From an optimization exercise on the open Yosys and OpenROAD flow, aimed at small area; shortcuts taken in it are not production practice.
The RTL was checked by simulation tests, not by an equivalence proof against the original design.

==> flow/design.v (outline; a module is shown in full before it is edited, if it fits) <==
// module mm_dot4: 1313 lines
// module mm_fa: 7 lines
// module mm_ha: 7 lines
// module mm_top: 164 lines
module mm_top (
    input  logic         clk_buf,
    input  logic         sys_reset,
    input  logic         cmd_valid,
    input  logic [(4 * 8)-1:0] cmd_word,
    output logic         cmd_credit,
    output logic         res_valid,
    output mm_data_pkg::mm_acc_t      res_data,
    input  logic         res_credit,
    output logic         busy,
    output logic         done
);
  // ...
==> flow/flow/run.sh <==
#!/bin/bash
# Layout flow: the standard flow (standard.sh) with two changes:
#  - synthesis maps the combinational logic with an area-only ABC script
#    (flow/abc_area_only.script) instead of ORFS's delay-biased one; the
#    rest of the synthesis script, registers included, is the standard flow's own
#  - port buffers are the smallest buffer, sky130_fd_sc_hd__buf_1
# Every tool's output goes to the ORFS logs under orfs/logs; make's own
# output goes to flow.log here.
set -euo pipefail
HERE=$(pwd)

# Synthesis script: synth_recipe.tcl with the ABC call redirected
{
  head -n 1 synth_recipe.tcl
  cat <<EOT
proc abc {args} {
  set i [lsearch -exact \$args -script]
  if {\$i >= 0} { lset args [expr {\$i + 1}] $HERE/flow/abc_area_only.script }
  puts "abc (area-only script): \$args"
  yosys abc {*}\$args
}
EOT
  tail -n +2 synth_recipe.tcl
} > my_synth.tcl

sed "s#SYNTH_SCRIPT=[^ ]*synth_recipe.tcl#SYNTH_SCRIPT=$HERE/my_synth.tcl#" standard.sh > my_standard.sh
grep -q "SYNTH_SCRIPT=$HERE/my_synth.tcl" my_standard.sh

export BUFFER_PORTS_ARGS="-buffer_cell sky130_fd_sc_hd__buf_1"
bash my_standard.sh > flow.log 2>&1
==> flow/flow/abc_area_only.script <==
strash
dch
map -a
==> flow/standard.sh <==
#!/bin/bash
# synth_recipe.tcl (not shown) runs the flow's synth.tcl, then flattens the netlist and writes it again
# the make line also repeats each setting of config.mk as NAME=value (left out here)
make -C /OpenROAD-flow-scripts/flow DESIGN_CONFIG=/design/flow/config.mk WORK_HOME=/design/flow/orfs CLKGATE_MAP_FILE= SYNTH_SCRIPT=/design/flow/synth_recipe.tcl "${@:-finish}"
==> flow/config.mk <==
export PLATFORM = sky130hd
export DESIGN_NAME = mm_top
export DESIGN_NICKNAME = mm_top
export VERILOG_FILES = /design/flow/design.v
export SDC_FILE = /design/flow/constraint.sdc
export NUM_CORES = 4
export LEC_CHECK = 0
export ABC_AREA = 1
export CAP_MARGIN = 10
export CORE_MARGIN = 2
export CORE_UTILIZATION = 80
export CTS_BUF_LIST = sky130_fd_sc_hd__clkbuf_8 sky130_fd_sc_hd__clkbuf_16
export CTS_CLUSTER_DIAMETER = 80
export CTS_CLUSTER_SIZE = 20
export SLEW_MARGIN = 10
export SYNTH_HIERARCHICAL = 1
export SYNTH_MINIMUM_KEEP_SIZE = 0
==> flow/constraint.sdc <==
create_clock -name core_clock -period 11.0 [get_ports {clk_buf}]
set_input_delay 2.2000 -clock core_clock [delete_from_list [all_inputs] [get_ports {clk_buf}]]
set_output_delay 2.2000 -clock core_clock [all_outputs]
set_load 0.01 [all_outputs]
==> summary.txt, run 1 <==
Logic synthesis
  • Adder-Cell Fraction of Synth Area: 27.6%
  • Post-synthesis compound-gate area fraction: 4.39%
  • Seq/Total Area, Yosys: 48.4%
  • Ys flop type: edfxtp_1

Critical path
  • CP Buf/Inv Count: 1
  • Worst Setup End Kind: register
  • CP top delay family: adder cells
  • CP most frequent cell: fa_1
  • Critical path origin: cnt[2]$_DFFE_PP0P_
  • Crit path DAT: roughly 11000 ps
  • Startpoint types: register

GRT
  • Met2 Usage GRT: 67.7%
  • Met1 Use GR: 52.0%
  • M3 GR Usage: ~8.0%
  • Initial antenna violation count: 2
  • GRT Total Usage: 40.9%
  • GRT Max-Usage Layer: met2

Timing
  • Setup-failing EPs final: 0
  • RSZ-0062 raised after global routing: false
  • Post-route clock period utilization: between 90 and 100%
  • Fin Setup TNS: 0 ps

Placement
  • IO Port Bufs: 71
  • Placed cells: 1777

Clocking
  • Insertion delay to the later sink of the worst-skew pair: 550 ps

Detailed routing
  • DR WL/cell: 25.3 um
  • Top Metal Used: met5
  • Vias/cell: 6.49
  • Met3 WL post-DR: 4300 um

Floorplanning
  • Row cnt: 54
  • Top Ports: 72
  • Chip width: 154 um

Layout
  • Reg area: between 8000 and 9000 um^2
  • Biggest register: b_buf
  • Fraction of layout cells with a size suffix above 1: under 10%
  • Sequential share of cell area: around 45%
  • Multi-input gates: 950

Run status
  • Outcome: finished clean
==> run 2: changes to the inputs <==
==> flow/run.sh (new file) <==
#!/bin/bash
# synth_recipe.tcl (not shown) runs the flow's synth.tcl, then flattens the netlist and writes it again
# the make line also repeats each setting of config.mk as NAME=value (left out here)
make -C /OpenROAD-flow-scripts/flow DESIGN_CONFIG=/design/flow/config.mk WORK_HOME=/design/flow/orfs CLKGATE_MAP_FILE= SYNTH_SCRIPT=/design/flow/synth_recipe.tcl finish
==> flow/config.mk (replaced) <==
export PLATFORM = sky130hd
export DESIGN_NAME = mm_top
export DESIGN_NICKNAME = mm_top
export VERILOG_FILES = /design/flow/design.v
export SDC_FILE = /design/flow/constraint.sdc
export NUM_CORES = 4
export LEC_CHECK = 0
export ABC_AREA = 1
export CAP_MARGIN = 10
export CORE_MARGIN = 2
export CORE_UTILIZATION = 70
export CTS_BUF_LIST = sky130_fd_sc_hd__clkbuf_4 sky130_fd_sc_hd__clkbuf_8
export SLEW_MARGIN = 10
export SYNTH_HIERARCHICAL = 1
export SYNTH_MINIMUM_KEEP_SIZE = 0
removed: flow/flow/run.sh
removed: flow/flow/abc_area_only.script
removed: flow/standard.sh
==> summary.txt, run 2 <==
Logic synthesis
  • FFs w/ async S/R, synth: 8.72% (unchanged)
  • Cells after synthesis: 1703 (was 1441)
  • Number of synthesized flops with an enable pin: 168 (unchanged)
  • Netlist cell types: 41 (was 30)
  • Most frequent cell after synthesis: nand2_1 (was fa_1)
  • Post-synth top area cell: edfxtp_1 (unchanged)
  • Synth cell count leaders: nand2_1 (284), nor2_1 (246), fa_1 (239) (was fa_1 (239), nor2_1 (237), nand2_1 (211))
  • Synth top area share: 26.6% (was 28.0%)
  • Post-Syn Nets: 1992 (was 1730)
  • Top area cells in the synthesized netlist: edfxtp_1 (27%), fa_1 (25%), dfxtp_1 (15%) (was edfxtp_1 (28%), fa_1 (27%), dfxtp_1 (16%))
  • #FFs+latches synth: 344 (unchanged)
  • Post-Syn Area per Cell: 11.1 um^2 (was 12.5 um^2)
  • Ys flop type: edfxtp_1 (unchanged)
  • Post-Syn Area: 19000 um^2 (was 18000 um^2)
  • Seq/Total Area, Yosys: 46.0% (was 48.4%)
  • Synth warn: 13 (unchanged)

GRT
  • GRT Total Usage: 39.6% (was 40.9%)
  • Grt total ovfl: 0 (unchanged)
  • First-pass GRT wire length: 82300 um (was 71400 um)
  • Vias in the first global route: 14400 (was 12700)
  • Initial antenna violation count: 0 (was 2)
  • Largest net degree at the start of global routing: 67 (was 34)

Detailed routing
  • Post-DRT Antenna Nets: 0 (unchanged)
  • DR WL/cell: 24.6 um (was 25.3 um)
  • DRC: 0 (unchanged)
  • Drt initial violations: 1562 (was 1201)
  • First-pass iteration count of the detailed router: 6 (was 5)
  • Total number of vias: 13500 (was 11800)
  • Total wire length: 53400 um (was 46000 um)
  • Vias/cell: 6.19 (was 6.49)

Layout
  • Layout Cells excl Fill: 2174 (was 1817)
  • Biggest register: b_buf (unchanged)
  • Largest registers: b_buf x128, a_p0 x64, a_p1 x64 (unchanged)
  • Area Overhead vs Synth: 9.94% (was 6.66%)
  • N_diodes: 0 (unchanged)
  • Layout Utilization: 77.8% (was 87.4%)
  • Fraction of layout cells with a size suffix above 1: 9.33% (was 9.37%)
  • Design Area, Final: 20900 um^2 (was 19200 um^2)
  • Largest register FFs: 128 (unchanged)
  • Most frequent cells in the layout: nand2_1 (284), nor2_1 (246), fa_1 (239) (was fa_1 (239), nor2_1 (235), nand2_1 (211))
  • Most common cell after layout, fill and taps aside: nand2_1 (was fa_1)
  • Nets: 2078 (was 1810)

Critical path
  • WS Path Type: register to register (unchanged)
  • Worst Setup End Kind: register (unchanged)
  • Startpoint types: register (unchanged)
  • CP most frequent cell: fa_1 (unchanged)
  • Crit-path max cell delay: 880 ps (was 760 ps)
  • Crit path DAT: 10750 ps (was 10910 ps)
  • CP top delay family: adder cells (unchanged)
  • Critical path fanouts, max: 27 (was 9)
  • Crit path required time: 11490 ps (was 11420 ps)
  • CP Cell Sequence: inv_2, nor2_8, nand2_1, nand3_1, o21ai_1, nor2_1, fa_1, fa_1, fa_1, fa_1, fa_1, fa_1, fa_1, fa_1, fa_1, fa_1, ha_1, fa_1, fa_1, fa_1, fa_1, fa_1, fa_1, fa_1
  • CP Buf/Inv Count: 1 (unchanged)
  • Slowest CP cell: dfrtp_1 (was o21ai_0)

Placement
  • Placed cells: 2075 (was 1777)
  • Routability cong.: 1.02 (was 1.04)
  • Placed Area: 19800 um^2 (was 18500 um^2)
  • IO Port Bufs: 71 (unchanged)
  • Hpwl dp: 39400 um (was 34300 um)

Timing
  • Fmax: 0.0975 GHz (was 0.0953 GHz)
  • Setup-failing EPs final: 0 (unchanged)
  • Final hold violations: 0 (unchanged)
  • Slew headroom: 28.2% (was 28.4%)
  • Post-route clock period utilization: 93.3% (was 95.4%)
  • Clock skew: 17.7 ps (was 27.3 ps)
  • RSZ-0062 raised after global routing: false (unchanged)
  • Fin Setup TNS: 0 ps (unchanged)
  • Slew Viols, Final: 0 (unchanged)
  • Crit path time final: 10260 ps (was 10490 ps)
  • Worst slew pin tran: 1080 ps (was 1070 ps)

Clocking
  • CTS tree: done (unchanged)
  • Number of CTS-inserted buffers: 53 (was 22)
  • CTS Sinks: 344 (unchanged)
  • Post-cts sizing count: 0 (unchanged)
  • Hold buffer count at cts: 0 (unchanged)
  • Post-CTS Setup Bufs: 0 (unchanged)
  • H-tree levels: 2 (was 1)
  • Clock root cell: clkbuf_8 (was clkbuf_16)
  • Insertion delay to the later sink of the worst-skew pair: 610 ps (was 550 ps)
  • Clock Tree Buf Depth: 3 (unchanged)
  • Clock Pin Slew Worst Setup and Hold Paths: 60 ps (was 80 ps)

Job
  • Max Cap Viol: 0 (unchanged)

Min path
  • Worst hold path class: register to register (unchanged)

Floorplanning
  • Die ar.: 28400 um^2 (was 23700 um^2)
  • Top Ports: 72 (unchanged)
  • Starting Density: 70.8% (was 82.0%)
  • Row cnt: 60 (was 54)
  • Chip width: 169 um (was 154 um)
  • Core area: 26800 um^2 (was 22000 um^2)
  • Die H: 169 um (was 154 um)

Run status
  • Outcome: finished clean (unchanged)
## run 2: cell count changes after synthesis, sizes merged, moves of 14 or more
cell / delta
inv: +108
a22oi: -17
mux2: -63
buf: +42
o21ai: +40
a211oi: +14
o21bai: +16
o2111ai: -22
clkinv: -116
nand3: +170
nand2: +77
## run 2: per-stage QoR
stage	hold WS, ps	setup slack [ps]
2_1_floorplan	331	2100
4_1_cts	346	798
3_3_place_gp	333	948
6_report	341	740
5_1_grt	352	360
3_5_place_dp	335	810
## run 2: path summary, 6_finish.rpt
kind	slack, ps	end	start	cells past startpoint
worst max-delay path	740	res_q[16]$_DFF_P_	cnt[1]$_DFFE_PP0P_	24
worst min-delay path	340	a_p1[0][19]$_DFF_P_	a_p0[0][19]$_DFF_P_	0
worst max register to register	740	res_q[16]$_DFF_P_	cnt[1]$_DFFE_PP0P_	24
worst min register to register	340	a_p1[0][19]$_DFF_P_	a_p0[0][19]$_DFF_P_	0
max in group asynchronous	8680	credits[2]$_DFFE_PP1P_	sys_reset	3
min in group asynchronous	1990	b_ok[0]$_DFFE_PP0P_	sys_reset	3
## run 2: modules after synthesis (local to each module, per instance)
| module | area, um^2 | flip-flops and latches | cells inside | copies in the design |
|---|---|---|---|---|
| mm_fa | 20.0 | 0 | 1 | 238 |
| mm_top | 10500 | 344 | 686 | 1 |
| mm_dot4 | 3580 | 0 | 770 | 1 |
| mm_ha | 12.5 | 0 | 1 | 9 |
## run 2: per-layer routing
layer | track usage (%) | share of wire (%)
met5 | 0 | 0
met4 | 25.7 | 7.9
met3 | 9.38 | 11
met2 | 62.4 | 46
met1 | 49.8 | 35
## run 2: cell families after synthesis
logic type | count (synthesis) | share of synthesized area [%]
compound gates | 115 | 4.16
flops | 344 | 46.0
xor+xnor | 10 | 0.462
fa+ha+maj | 253 | 26.2
mux | 3 | 0.178
buf+inv | 190 | 5.48
simple gates | 788 | 17.6
## run 2: worst reg2reg max path: stages, from the launching register on
cell     delay [ps]
dfrtp_1         880
inv_2           490
nor2_8          560
nand2_1         140
nand3_1         110
o21ai_1         330
nor2_1          280
fa_1            450
fa_1            470
fa_1            430
fa_1            480
fa_1            490
fa_1            410
fa_1            420
fa_1            380
fa_1            390
fa_1            440
ha_1            200
fa_1            410
fa_1            400
fa_1            400
fa_1            390
fa_1            380
fa_1            380
fa_1            420
## run 2: area by class of cell
cell class              count  area [um^2]
fillers                  1696         5950
clock buffers              76          908
inverters                 108          405
flip-flops and latches    344         8720
multi-input cells        1169         9220
well taps                 341          427
repair buffers            113         1030
clock inverters            23          149

[static timing again, ports no longer ideal]
The results above use ideal ports. As a check the final layouts listed here were re-extracted and re-timed, cells and wires unchanged. Step 1: set_driving_cell puts a clkbuf_16 on clk_buf and a buf_2 on each other input, an assumption about the parent block. Step 2 adds t to the input delays and takes it off the output delays; t is the mean of the earliest and latest rising clock arrival at the registers after step 1. Input paths then give back, and output paths get back, about the clock's delay inside the block. Slacks: ideal ports / drivers / drivers and shift; pairs: ideal ports / drivers.
| run | t, ns | slack for setup (ns) | hold slack, ns | clock arrival spread, ns |
|---|---|---|---|---|
| run 1 | 0.581 | 0.510 / 0.510 / 0.510 | 0.345 / 0.345 / 0.345 | 0.029 / 0.029 |
| run 2 | 0.648 | 0.740 / 0.740 / 0.740 | 0.341 / 0.341 / 0.341 | 0.018 / 0.018 |
After both steps setup and hold are still met in every run listed.
